What follows belongs to an exercise in optimizing a design on an open flow for small area, a short achievable clock period and few clock cycles per item; a production flow would make more cautious choices. In this exercise RTL edits were held to simulation tests only and were not proved equivalent to the original. Power and IR drop assume default switching activity.

==> trial 28: inputs <==
==> flow/design.v <==
`default_nettype none
package srtfo_pkg;
   localparam int MaxSections = 16;
   localparam int IndexWidth  = 4;
   localparam int CountWidth  = 5;
   localparam int DataWidth   = 32;
   localparam int CsrIdxWidth = 4;
   typedef enum logic {
      OP_WRITE     = 1'b0,
      OP_TRANSLATE = 1'b1
   } op_type;
   typedef enum logic [CsrIdxWidth-1:0] {
      CSR_ENTRY_COUNT = 4'd0,
      CSR_IMAGE_BASE  = 4'd1
   } csr_index_type;
endpackage
`default_nettype wire
`default_nettype none
import srtfo_pkg::*;
module srtfo_lookup (
   input  wire logic [srtfo_pkg::DataWidth-1:0]                            addr,
   input  wire logic [srtfo_pkg::MaxSections-1:0]                          active,
   input  wire logic [srtfo_pkg::MaxSections-1:0][srtfo_pkg::DataWidth-1:0] startn,
   input  wire logic [srtfo_pkg::MaxSections-1:0][srtfo_pkg::DataWidth-1:0] lastn,
   input  wire logic [srtfo_pkg::MaxSections-1:0][srtfo_pkg::DataWidth-1:0] bias,
   output logic                                                            found,
   output logic [srtfo_pkg::DataWidth-1:0]                                 sel
);
   function automatic logic geq(input logic [DataWidth-1:0] a, input logic [DataWidth-1:0] b);
      logic [DataWidth-1:0] gt, ge;
      gt = a & ~b;
      ge = a | ~b;
      for (int w = 1; w < DataWidth; w = w * 2) begin
         for (int k = 0; k < DataWidth; k = k + 2 * w) begin
            gt[k] = gt[k+w] | (ge[k+w] & gt[k]);
            ge[k] = gt[k+w] | (ge[k+w] & ge[k]);
         end
      end
      geq = ge[0];
   endfunction
   logic [MaxSections-1:0] hit, below, first;
   always_comb begin
      for (int i = 0; i < MaxSections; i++)
         hit[i] = active[i] && geq(addr, ~startn[i]) && geq(~lastn[i], addr);
      below = '0;
      for (int i = 1; i < MaxSections; i++)
         below[i] = below[i-1] | hit[i-1];
      first = hit & ~below;
      found = |hit;
      sel   = '0;
      for (int i = 0; i < MaxSections; i++)
         sel = sel | ({DataWidth{first[i]}} & bias[i]);
   end
endmodule
module srtfo_out_add (
   input  wire logic [srtfo_pkg::DataWidth-1:0] a,
   input  wire logic [srtfo_pkg::DataWidth-1:0] b,
   input  wire logic                            en,
   output logic [srtfo_pkg::DataWidth-1:0]      sum
);
   logic [DataWidth-1:0] g, p, gg, pp, gn, pn;
   always_comb begin
      g  = a & b;
      p  = a ^ b;
      gg = g;
      pp = p;
      for (int d = 1; d < DataWidth; d = d * 2) begin
         gn = gg;
         pn = pp;
         for (int i = d; i < DataWidth; i++) begin
            gn[i] = gg[i] | (pp[i] & gg[i-d]);
            pn[i] = pp[i] & pp[i-d];
         end
         gg = gn;
         pp = pn;
      end
      sum = (p ^ {gg[DataWidth-2:0], 1'b0}) & {DataWidth{en}};
   end
endmodule
module section_rva_to_file_offset (
   input  wire logic                                 clock,
   input  wire logic                                 reset,
   input  wire logic                                 start,
   output logic                                      busy,
   input  wire logic                                 req_op,
   input  wire logic [srtfo_pkg::IndexWidth-1:0]     req_entry_index,
   input  wire logic [srtfo_pkg::DataWidth-1:0]      req_entry_start,
   input  wire logic [srtfo_pkg::DataWidth-1:0]      req_entry_raw_size,
   input  wire logic [srtfo_pkg::DataWidth-1:0]      req_entry_raw_offset,
   input  wire logic [srtfo_pkg::DataWidth-1:0]      req_rel_address,
   output logic                                      rsp_strobe,
   output logic                                      rsp_found,
   output logic [srtfo_pkg::DataWidth-1:0]           rsp_file_offset,
   output logic [srtfo_pkg::DataWidth-1:0]           rsp_virtual_address,
   input  wire logic                                 csr_valid,
   output logic                                      csr_ready,
   input  wire logic [srtfo_pkg::CsrIdxWidth-1:0]    csr_index,
   input  wire logic [srtfo_pkg::DataWidth-1:0]      csr_data
);
   logic                    accept;
   logic [CountWidth-1:0]   count_ff;
   logic [DataWidth-1:0]    base_ff;
   logic [MaxSections-1:0][DataWidth-1:0] startn_ff;
   logic [MaxSections-1:0][DataWidth-1:0] endn_ff;
   logic [MaxSections-1:0][DataWidth-1:0] bias_ff;
   logic [DataWidth-1:0]    startn_in, endn_in, bias_in;
   logic [MaxSections-1:0]  tbl_we;
   logic [MaxSections-1:0]  active;
   logic                    found;
   logic [DataWidth-1:0]    lk_sel;
   logic                    out_strobe_ff;
   logic                    out_found_ff;
   logic [DataWidth-1:0]    out_addr_ff;
   logic [DataWidth-1:0]    out_bias_ff;
   logic [DataWidth-1:0]    out_va_ff;
   assign busy      = 1'b0;
   assign csr_ready = 1'b1;
   assign accept    = start;
   always_ff @(posedge clock) begin
      if (reset) begin
         count_ff <= '0;
         base_ff  <= '0;
      end else if (csr_valid) begin
         if (csr_index == CSR_ENTRY_COUNT) count_ff <= csr_data[CountWidth-1:0];
         if (csr_index == CSR_IMAGE_BASE)  base_ff  <= csr_data;
      end
   end
   assign startn_in = ~{req_entry_start[DataWidth-1:1],
                        req_entry_start[0] | (req_entry_start == '0)};
   assign endn_in   = ~(req_entry_start + req_entry_raw_size);
   assign bias_in   = req_entry_raw_offset - req_entry_start;
   always_comb begin
      for (int i = 0; i < MaxSections; i++)
         tbl_we[i] = accept && (req_op == 1'b0) && (req_entry_index == IndexWidth'(i));
   end
   always_ff @(posedge clock) begin
      for (int i = 0; i < MaxSections; i++) begin
         if (tbl_we[i]) begin
            startn_ff[i] <= startn_in;
            endn_ff[i]   <= endn_in;
            bias_ff[i]   <= bias_in;
         end
      end
   end
   always_comb begin
      for (int i = 0; i < MaxSections; i++)
         active[i] = (CountWidth'(i) < count_ff);
   end
   srtfo_lookup u_lookup (
      .addr   (req_rel_address),
      .active (active),
      .startn (startn_ff),
      .lastn  (endn_ff),
      .bias   (bias_ff),
      .found  (found),
      .sel    (lk_sel)
   );
   always_ff @(posedge clock) begin
      if (reset) out_strobe_ff <= 1'b0;
      else       out_strobe_ff <= accept && (req_op == 1'b1);
   end
   always_ff @(posedge clock) begin
      out_found_ff <= found;
      out_addr_ff  <= req_rel_address;
      out_bias_ff  <= lk_sel;
      out_va_ff    <= base_ff + req_rel_address;
   end
   srtfo_out_add u_sum (
      .a   (out_addr_ff),
      .b   (out_bias_ff),
      .en  (out_found_ff),
      .sum (rsp_file_offset)
   );
   assign rsp_strobe          = out_strobe_ff;
   assign rsp_found           = out_found_ff;
   assign rsp_virtual_address = out_va_ff;
endmodule
`default_nettype wire
==> flow/run.sh <==
#!/bin/bash
# synth_recipe.tcl (not shown) runs the flow's synth.tcl, then flattens the netlist and writes it again
# the make line also repeats each setting of config.mk as NAME=value (left out here)
make -C /OpenROAD-flow-scripts/flow DESIGN_CONFIG=/design/flow/config.mk WORK_HOME=/design/flow/orfs CLKGATE_MAP_FILE= SYNTH_SCRIPT=/design/flow/synth_recipe.tcl finish
==> flow/config.mk <==
export PLATFORM = sky130hd
export DESIGN_NAME = section_rva_to_file_offset
export DESIGN_NICKNAME = section_rva_to_file_offset
export VERILOG_FILES = /design/flow/design.v
export SDC_FILE = /design/flow/constraint.sdc
export NUM_CORES = 4
export LEC_CHECK = 0
export ABC_AREA = 1
export CAP_MARGIN = 20
export CORE_MARGIN = 2
export CORE_UTILIZATION = 60
export CTS_CLUSTER_DIAMETER = 100
export CTS_CLUSTER_SIZE = 30
export SETUP_SLACK_MARGIN = 1.5
export SLEW_MARGIN = 20
export SYNTH_HIERARCHICAL = 1
==> flow/constraint.sdc <==
create_clock -name core_clock -period 5.0 [get_ports {clock}]
set_input_delay 1.0000 -clock core_clock [delete_from_list [all_inputs] [get_ports {clock}]]
set_output_delay 1.0000 -clock core_clock [all_outputs]
set_load 0.01 [all_outputs]
==> build 98: changes against trial 28 <==
==> flow/design.v (replaced) <==
`default_nettype none
package srtfo_pkg;
   localparam int MaxSections = 16;
   localparam int IndexWidth  = 4;
   localparam int CountWidth  = 5;
   localparam int DataWidth   = 32;
   localparam int CsrIdxWidth = 4;
   typedef enum logic {
      OP_WRITE     = 1'b0,
      OP_TRANSLATE = 1'b1
   } op_type;
   typedef enum logic [CsrIdxWidth-1:0] {
      CSR_ENTRY_COUNT = 4'd0,
      CSR_IMAGE_BASE  = 4'd1
   } csr_index_type;
endpackage
`default_nettype wire
`default_nettype none
import srtfo_pkg::*;
module section_rva_to_file_offset (
   input  wire logic                                 clock,
   input  wire logic                                 reset,
   input  wire logic                                 start,
   output logic                                      busy,
   input  wire logic                                 req_op,
   input  wire logic [srtfo_pkg::IndexWidth-1:0]     req_entry_index,
   input  wire logic [srtfo_pkg::DataWidth-1:0]      req_entry_start,
   input  wire logic [srtfo_pkg::DataWidth-1:0]      req_entry_raw_size,
   input  wire logic [srtfo_pkg::DataWidth-1:0]      req_entry_raw_offset,
   input  wire logic [srtfo_pkg::DataWidth-1:0]      req_rel_address,
   output logic                                      rsp_strobe,
   output logic                                      rsp_found,
   output logic [srtfo_pkg::DataWidth-1:0]           rsp_file_offset,
   output logic [srtfo_pkg::DataWidth-1:0]           rsp_virtual_address,
   input  wire logic                                 csr_valid,
   output logic                                      csr_ready,
   input  wire logic [srtfo_pkg::CsrIdxWidth-1:0]    csr_index,
   input  wire logic [srtfo_pkg::DataWidth-1:0]      csr_data
);
   function automatic logic geq(input logic [DataWidth-1:0] a, input logic [DataWidth-1:0] b);
      logic [DataWidth-1:0] gt, ge;
      gt = a & ~b;
      ge = a | ~b;
      for (int w = 1; w < DataWidth; w = w * 2) begin
         for (int k = 0; k < DataWidth; k = k + 2 * w) begin
            gt[k] = gt[k+w] | (ge[k+w] & gt[k]);
            ge[k] = gt[k+w] | (ge[k+w] & ge[k]);
         end
      end
      geq = ge[0];
   endfunction
   function automatic logic [DataWidth-1:0] pg_sum(input logic [DataWidth-1:0] g,
                                                   input logic [DataWidth-1:0] p);
      logic [DataWidth-1:0] gg, pp;
      gg = g;
      pp = p;
      for (int d = 1; d < DataWidth; d = d * 2) begin
         for (int i = 0; i < DataWidth; i++) begin
            if ((i & d) != 0) begin
               gg[i] = gg[i] | (pp[i] & gg[(i & ~(2*d-1)) + d - 1]);
               pp[i] = pp[i] & pp[(i & ~(2*d-1)) + d - 1];
            end
         end
      end
      pg_sum = p ^ {gg[DataWidth-2:0], 1'b0};
   endfunction
   function automatic logic [DataWidth-1:0] add(input logic [DataWidth-1:0] a,
                                                input logic [DataWidth-1:0] b,
                                                input logic                 ci);
      logic [DataWidth-1:0] g, p, gg, pp;
      g  = a & b;
      p  = a ^ b;
      gg = g;
      gg[0] = g[0] | (p[0] & ci);
      pp = p;
      for (int d = 1; d < DataWidth; d = d * 2) begin
         for (int i = 0; i < DataWidth; i++) begin
            if ((i & d) != 0) begin
               gg[i] = gg[i] | (pp[i] & gg[(i & ~(2*d-1)) + d - 1]);
               pp[i] = pp[i] & pp[(i & ~(2*d-1)) + d - 1];
            end
         end
      end
      add = p ^ {gg[DataWidth-2:0], ci};
   endfunction
   logic                    accept;
   logic [CountWidth-1:0]   count_ff;
   logic [DataWidth-1:0]    base_ff;
   logic [DataWidth-1:0]    startn_ff [MaxSections];
   logic [DataWidth-1:0]    end_ff    [MaxSections];
   logic [DataWidth-1:0]    bias_ff   [MaxSections];
   logic [DataWidth-1:0]    startn_in, end_in, bias_in;
   logic [MaxSections-1:0]  tbl_we;
   logic [DataWidth-1:0]    addr;
   logic [MaxSections-1:0]  active;
   logic [MaxSections-1:0]  hit;
   logic [MaxSections-1:0]  below;
   logic [MaxSections-1:0]  first;
   logic                    found;
   logic [DataWidth-1:0]    sel_bias;
   logic                    out_strobe_ff;
   logic                    out_found_ff;
   logic [DataWidth-1:0]    out_g_ff;
   logic [DataWidth-1:0]    out_p_ff;
   logic [DataWidth-1:0]    out_va_ff;
   assign busy      = 1'b0;
   assign csr_ready = 1'b1;
   assign accept    = start;
   always_ff @(posedge clock) begin
      if (reset) begin
         count_ff <= '0;
         base_ff  <= '0;
      end else if (csr_valid) begin
         if (csr_index == CSR_ENTRY_COUNT) count_ff <= csr_data[CountWidth-1:0];
         if (csr_index == CSR_IMAGE_BASE)  base_ff  <= csr_data;
      end
   end
   assign startn_in = ~{req_entry_start[DataWidth-1:1],
                        req_entry_start[0] | (req_entry_start == '0)};
   assign end_in    = add(req_entry_start, req_entry_raw_size, 1'b0);
   assign bias_in   = add(req_entry_raw_offset, ~req_entry_start, 1'b1);
   always_comb begin
      for (int i = 0; i < MaxSections; i++)
         tbl_we[i] = accept && (req_op == 1'b0) && (req_entry_index == IndexWidth'(i));
   end
   always_ff @(posedge clock) begin
      for (int i = 0; i < MaxSections; i++) begin
         if (tbl_we[i]) begin
            startn_ff[i] <= startn_in;
            end_ff[i]    <= end_in;
            bias_ff[i]   <= bias_in;
         end
      end
   end
   assign addr = req_rel_address;
   always_comb begin
      for (int i = 0; i < MaxSections; i++) begin
         active[i] = (CountWidth'(i) < count_ff);
         hit[i]    = active[i] && geq(addr, ~startn_ff[i]) && geq(end_ff[i], addr);
      end
      below = '0;
      for (int i = 1; i < MaxSections; i++)
         below[i] = below[i-1] | hit[i-1];
      first = hit & ~below;
      found    = |hit;
      sel_bias = '0;
      for (int i = 0; i < MaxSections; i++)
         sel_bias = sel_bias | ({DataWidth{first[i]}} & bias_ff[i]);
   end
   always_ff @(posedge clock) begin
      if (reset) out_strobe_ff <= 1'b0;
      else       out_strobe_ff <= accept && (req_op == 1'b1);
   end
   always_ff @(posedge clock) begin
      out_found_ff  <= found;
      out_g_ff      <= addr & sel_bias;
      out_p_ff      <= addr ^ sel_bias;
      out_va_ff     <= add(base_ff, addr, 1'b0);
   end
   assign rsp_strobe          = out_strobe_ff;
   assign rsp_found           = out_found_ff;
   assign rsp_file_offset     = pg_sum(out_g_ff, out_p_ff) & {DataWidth{out_found_ff}};
   assign rsp_virtual_address = out_va_ff;
endmodule
`default_nettype wire
Settings changed: CORE_UTILIZATION 60 to 40, CTS_CLUSTER_DIAMETER 100 to unset, CTS_CLUSTER_SIZE 30 to unset, SETUP_SLACK_MARGIN 1.5 to unset, SYNTH_HIERARCHICAL 1 to unset.
==> trial 29: changes against trial 28 <==
--- a/flow/design.v
+++ b/flow/design.v
@@ -17,51 +17,75 @@
 `default_nettype wire
 `default_nettype none
 import srtfo_pkg::*;
-module srtfo_lookup (
+module srtfo_compare (
    input  wire logic [srtfo_pkg::DataWidth-1:0]                            addr,
    input  wire logic [srtfo_pkg::MaxSections-1:0]                          active,
    input  wire logic [srtfo_pkg::MaxSections-1:0][srtfo_pkg::DataWidth-1:0] startn,
    input  wire logic [srtfo_pkg::MaxSections-1:0][srtfo_pkg::DataWidth-1:0] lastn,
-   input  wire logic [srtfo_pkg::MaxSections-1:0][srtfo_pkg::DataWidth-1:0] bias,
-   output logic                                                            found,
-   output logic [srtfo_pkg::DataWidth-1:0]                                 sel
-);
+   output logic [srtfo_pkg::MaxSections-1:0]                               hit
+);
+   localparam int GroupBits = 8;
+   localparam int Groups    = DataWidth / GroupBits;
    function automatic logic geq(input logic [DataWidth-1:0] a, input logic [DataWidth-1:0] b);
-      logic [DataWidth-1:0] gt, ge;
-      gt = a & ~b;
-      ge = a | ~b;
-      for (int w = 1; w < DataWidth; w = w * 2) begin
-         for (int k = 0; k < DataWidth; k = k + 2 * w) begin
+      logic [Groups-1:0] gt, ge;
+      logic              r0, r1;
+      for (int n = 0; n < Groups; n++) begin
+         r0 = 1'b0;
+         r1 = 1'b1;
+         for (int j = 0; j < GroupBits; j++) begin
+            r0 = (a[GroupBits*n+j] & ~b[GroupBits*n+j]) | ((a[GroupBits*n+j] | ~b[GroupBits*n+j]) & r0);
+            r1 = (a[GroupBits*n+j] & ~b[GroupBits*n+j]) | ((a[GroupBits*n+j] | ~b[GroupBits*n+j]) & r1);
+         end
+         gt[n] = r0;
+         ge[n] = r1;
+      end
+      for (int w = 1; w < Groups; w = w * 2) begin
+         for (int k = 0; k < Groups; k = k + 2 * w) begin
             gt[k] = gt[k+w] | (ge[k+w] & gt[k]);
             ge[k] = gt[k+w] | (ge[k+w] & ge[k]);
          end
       end
       geq = ge[0];
    endfunction
-   logic [MaxSections-1:0] hit, below, first;
    always_comb begin
       for (int i = 0; i < MaxSections; i++)
          hit[i] = active[i] && geq(addr, ~startn[i]) && geq(~lastn[i], addr);
-      below = '0;
-      for (int i = 1; i < MaxSections; i++)
-         below[i] = below[i-1] | hit[i-1];
-      first = hit & ~below;
-      found = |hit;
-      sel   = '0;
-      for (int i = 0; i < MaxSections; i++)
-         sel = sel | ({DataWidth{first[i]}} & bias[i]);
-   end
-endmodule
-module srtfo_out_add (
-   input  wire logic [srtfo_pkg::DataWidth-1:0] a,
-   input  wire logic [srtfo_pkg::DataWidth-1:0] b,
-   input  wire logic                            en,
+   end
+endmodule
+module srtfo_select #(
+   parameter int Width = 8
+) (
+   input  wire logic [srtfo_pkg::MaxSections-1:0]            hit,
+   input  wire logic [srtfo_pkg::MaxSections-1:0][Width-1:0] bias,
+   input  wire logic [Width-1:0]                             addr,
+   output logic                                              found,
+   output logic [Width-1:0]                                  sel,
+   output logic [Width-1:0]                                  p
+);
+   logic [MaxSections-1:0]            f;
+   logic [MaxSections-1:0][Width-1:0] v;
+   always_comb begin
+      f = hit;
+      for (int i = 0; i < MaxSections; i++)
+         v[i] = bias[i] & {Width{hit[i]}};
+      for (int d = 1; d < MaxSections; d = d * 2) begin
+         for (int k = 0; k < MaxSections; k = k + 2 * d) begin
+            v[k] = f[k] ? v[k] : v[k+d];
+            f[k] = f[k] | f[k+d];
+         end
+      end
+      sel   = v[0];
+      found = f[0];
+      p     = (addr ^ v[0]) & {Width{f[0]}};
+   end
+endmodule
+module srtfo_pg_sum (
+   input  wire logic [srtfo_pkg::DataWidth-1:0] g,
+   input  wire logic [srtfo_pkg::DataWidth-1:0] p,
    output logic [srtfo_pkg::DataWidth-1:0]      sum
 );
-   logic [DataWidth-1:0] g, p, gg, pp, gn, pn;
-   always_comb begin
-      g  = a & b;
-      p  = a ^ b;
+   logic [DataWidth-1:0] gg, pp, gn, pn;
+   always_comb begin
       gg = g;
       pp = p;
       for (int d = 1; d < DataWidth; d = d * 2) begin
@@ -74,7 +98,7 @@
          gg = gn;
          pp = pn;
       end
-      sum = (p ^ {gg[DataWidth-2:0], 1'b0}) & {DataWidth{en}};
+      sum = p ^ {gg[DataWidth-2:0], 1'b0};
    end
 endmodule
 module section_rva_to_file_offset (
@@ -106,12 +130,16 @@
    logic [DataWidth-1:0]    startn_in, endn_in, bias_in;
    logic [MaxSections-1:0]  tbl_we;
    logic [MaxSections-1:0]  active;
-   logic                    found;
+   localparam int SliceWidth = 8;
+   logic [MaxSections-1:0]  hit;
+   logic [DataWidth/SliceWidth-1:0] slice_found;
+   logic [DataWidth-1:0]    lk_p;
+   logic [DataWidth/SliceWidth-1:0][MaxSections-1:0][SliceWidth-1:0] bias_slice;
    logic [DataWidth-1:0]    lk_sel;
    logic                    out_strobe_ff;
    logic                    out_found_ff;
-   logic [DataWidth-1:0]    out_addr_ff;
-   logic [DataWidth-1:0]    out_bias_ff;
+   logic [DataWidth-1:0]    out_g_ff;
+   logic [DataWidth-1:0]    out_p_ff;
    logic [DataWidth-1:0]    out_va_ff;
    assign busy      = 1'b0;
    assign csr_ready = 1'b1;
@@ -146,29 +174,41 @@
       for (int i = 0; i < MaxSections; i++)
          active[i] = (CountWidth'(i) < count_ff);
    end
-   srtfo_lookup u_lookup (
+   srtfo_compare u_compare (
       .addr   (req_rel_address),
       .active (active),
       .startn (startn_ff),
       .lastn  (endn_ff),
-      .bias   (bias_ff),
-      .found  (found),
-      .sel    (lk_sel)
+      .hit    (hit)
    );
+   for (genvar j = 0; j < DataWidth / SliceWidth; j++) begin : g_slice
+      for (genvar i = 0; i < MaxSections; i++) begin : g_slot
+         assign bias_slice[j][i] = bias_ff[i][j*SliceWidth +: SliceWidth];
+      end
+   end
+   for (genvar j = 0; j < DataWidth / SliceWidth; j++) begin : g_sel
+      srtfo_select #(.Width(SliceWidth)) u_select (
+         .hit  (hit),
+         .bias  (bias_slice[j]),
+         .addr  (req_rel_address[j*SliceWidth +: SliceWidth]),
+         .found (slice_found[j]),
+         .sel   (lk_sel[j*SliceWidth +: SliceWidth]),
+         .p     (lk_p[j*SliceWidth +: SliceWidth])
+      );
+   end
    always_ff @(posedge clock) begin
       if (reset) out_strobe_ff <= 1'b0;
       else       out_strobe_ff <= accept && (req_op == 1'b1);
    end
    always_ff @(posedge clock) begin
-      out_found_ff <= found;
-      out_addr_ff  <= req_rel_address;
-      out_bias_ff  <= lk_sel;
+      out_found_ff <= slice_found[0];
+      out_g_ff     <= req_rel_address & lk_sel;
+      out_p_ff     <= lk_p;
       out_va_ff    <= base_ff + req_rel_address;
    end
-   srtfo_out_add u_sum (
-      .a   (out_addr_ff),
-      .b   (out_bias_ff),
-      .en  (out_found_ff),
+   srtfo_pg_sum u_sum (
+      .g   (out_g_ff),
+      .p   (out_p_ff),
       .sum (rsp_file_offset)
    );
    assign rsp_strobe          = out_strobe_ff;
==> qor summary <==
Met2 wire length: trial 29 129 mm; trial 28 127 mm; build 98 117 mm
Sum of internal, switching and leakage power: trial 29 0.0292 W; trial 28 0.0301 W; build 98 0.0339 W
DR vias/cell: trial 29 5.79; trial 28 5.99; build 98 5.31
Cells after synthesis: trial 29 9,997; trial 28 9,750; build 98 8,357
Number of core rows: trial 29 139; trial 28 138; build 98 164
Overall routed net length: trial 29 294 mm; trial 28 289 mm; build 98 253 mm
Area used by sequential logic in the layout: trial 29 48,900 um^2; trial 28 48,900 um^2; build 98 48,800 um^2
Number of storage elements in the synthesis netlist: trial 29 -; trial 28 1,671; build 98 1,670
Maximum clock rate: trial 29 285 MHz; trial 28 270 MHz; build 98 209 MHz
Ys flop type: trial 29 -; trial 28 sky130_fd_sc_hd__edfxtp_1; build 98 sky130_fd_sc_hd__edfxtp_1
Fillers: trial 29 11,100; trial 28 10,800; build 98 17,900
WHS: trial 29 477 ps; trial 28 476 ps; build 98 469 ps
Insertion delay of the later-clocked pin in the worst-skew pair: trial 29 740 ps; trial 28 740 ps; build 98 840 ps
Result of the run: trial 29 no timing/DRC/antenna violations; trial 28 no timing/DRC/antenna violations; build 98 no timing/DRC/antenna violations
Number of flip-flops and latches: trial 29 1,670; trial 28 1,671; build 98 1,670
Clock network power: trial 29 0.00711 W; trial 28 0.00712 W; build 98 0.0131 W
Share of the synthesized area in compound gates (AO/OA/AOI/OAI): trial 29 -; trial 28 8.38%; build 98 10.2%
Violation count after the first detailed-routing iteration: trial 29 9,576; trial 28 8,967; build 98 6,810
Worst setup slack for register-to-register paths: trial 29 1710 ps; trial 28 1620 ps; build 98 950 ps
Fraction of layout instances using a drive strength above 1: trial 29 13.2%; trial 28 11.7%; build 98 10.6%
Fraction of power spent switching nets: trial 29 29.1%; trial 28 30.5%; build 98 26.2%
Worst IR Drop VDD: trial 29 0.373 mV; trial 28 0.308 mV; build 98 0.271 mV
Data buffer area share: trial 29 8.79%; trial 28 7.99%; build 98 7.98%
Testbench counts of trial 28, summed over its fixed seeds: cycles 7,352, items 6,717.
Testbench counts of build 98, summed over its fixed seeds: cycles 7,352, items 6,717.
Testbench counts of trial 29, summed over its fixed seeds: cycles 7,352, items 6,717.

## what the ideal ports hide
How much do the figures lean on ideal ports? The routed layouts below were timed once more, with nothing changed but the port constraints.
Step 1, drivers: a clkbuf_16 drives clock and a buf_2 each remaining input, both assumed.
Step 2 also shifts input and output timing later by t, the mid clock arrival at the registers, as if the neighbouring blocks saw the same clock.
a / b / c = ideal / step 1 / step 2; a / b = the first two.
| run | t (ns) | setup slack, ns | worst setup path at the end | worst data-port slew with drivers (ns) | cell pins on the clock port's net |
|---|---|---|---|---|---|
| trial 28 | 0.808 | 1.290 / 1.203 / 0.693 | input to register | 0.21 | 1 |
| build 98 | 0.915 | 0.218 / 0.124 / -0.536 | input to register | 0.11 | 1 |
| trial 29 | 0.799 | 1.488 / 1.506 / 0.707 | input to register | 0.20 | 1 |
Met with ideal ports but missed after step 2: setup timing in build 98. The setup slack of trial 29, which loses most, moves by +0.018 ns with the drivers and by -0.781 ns with both steps.
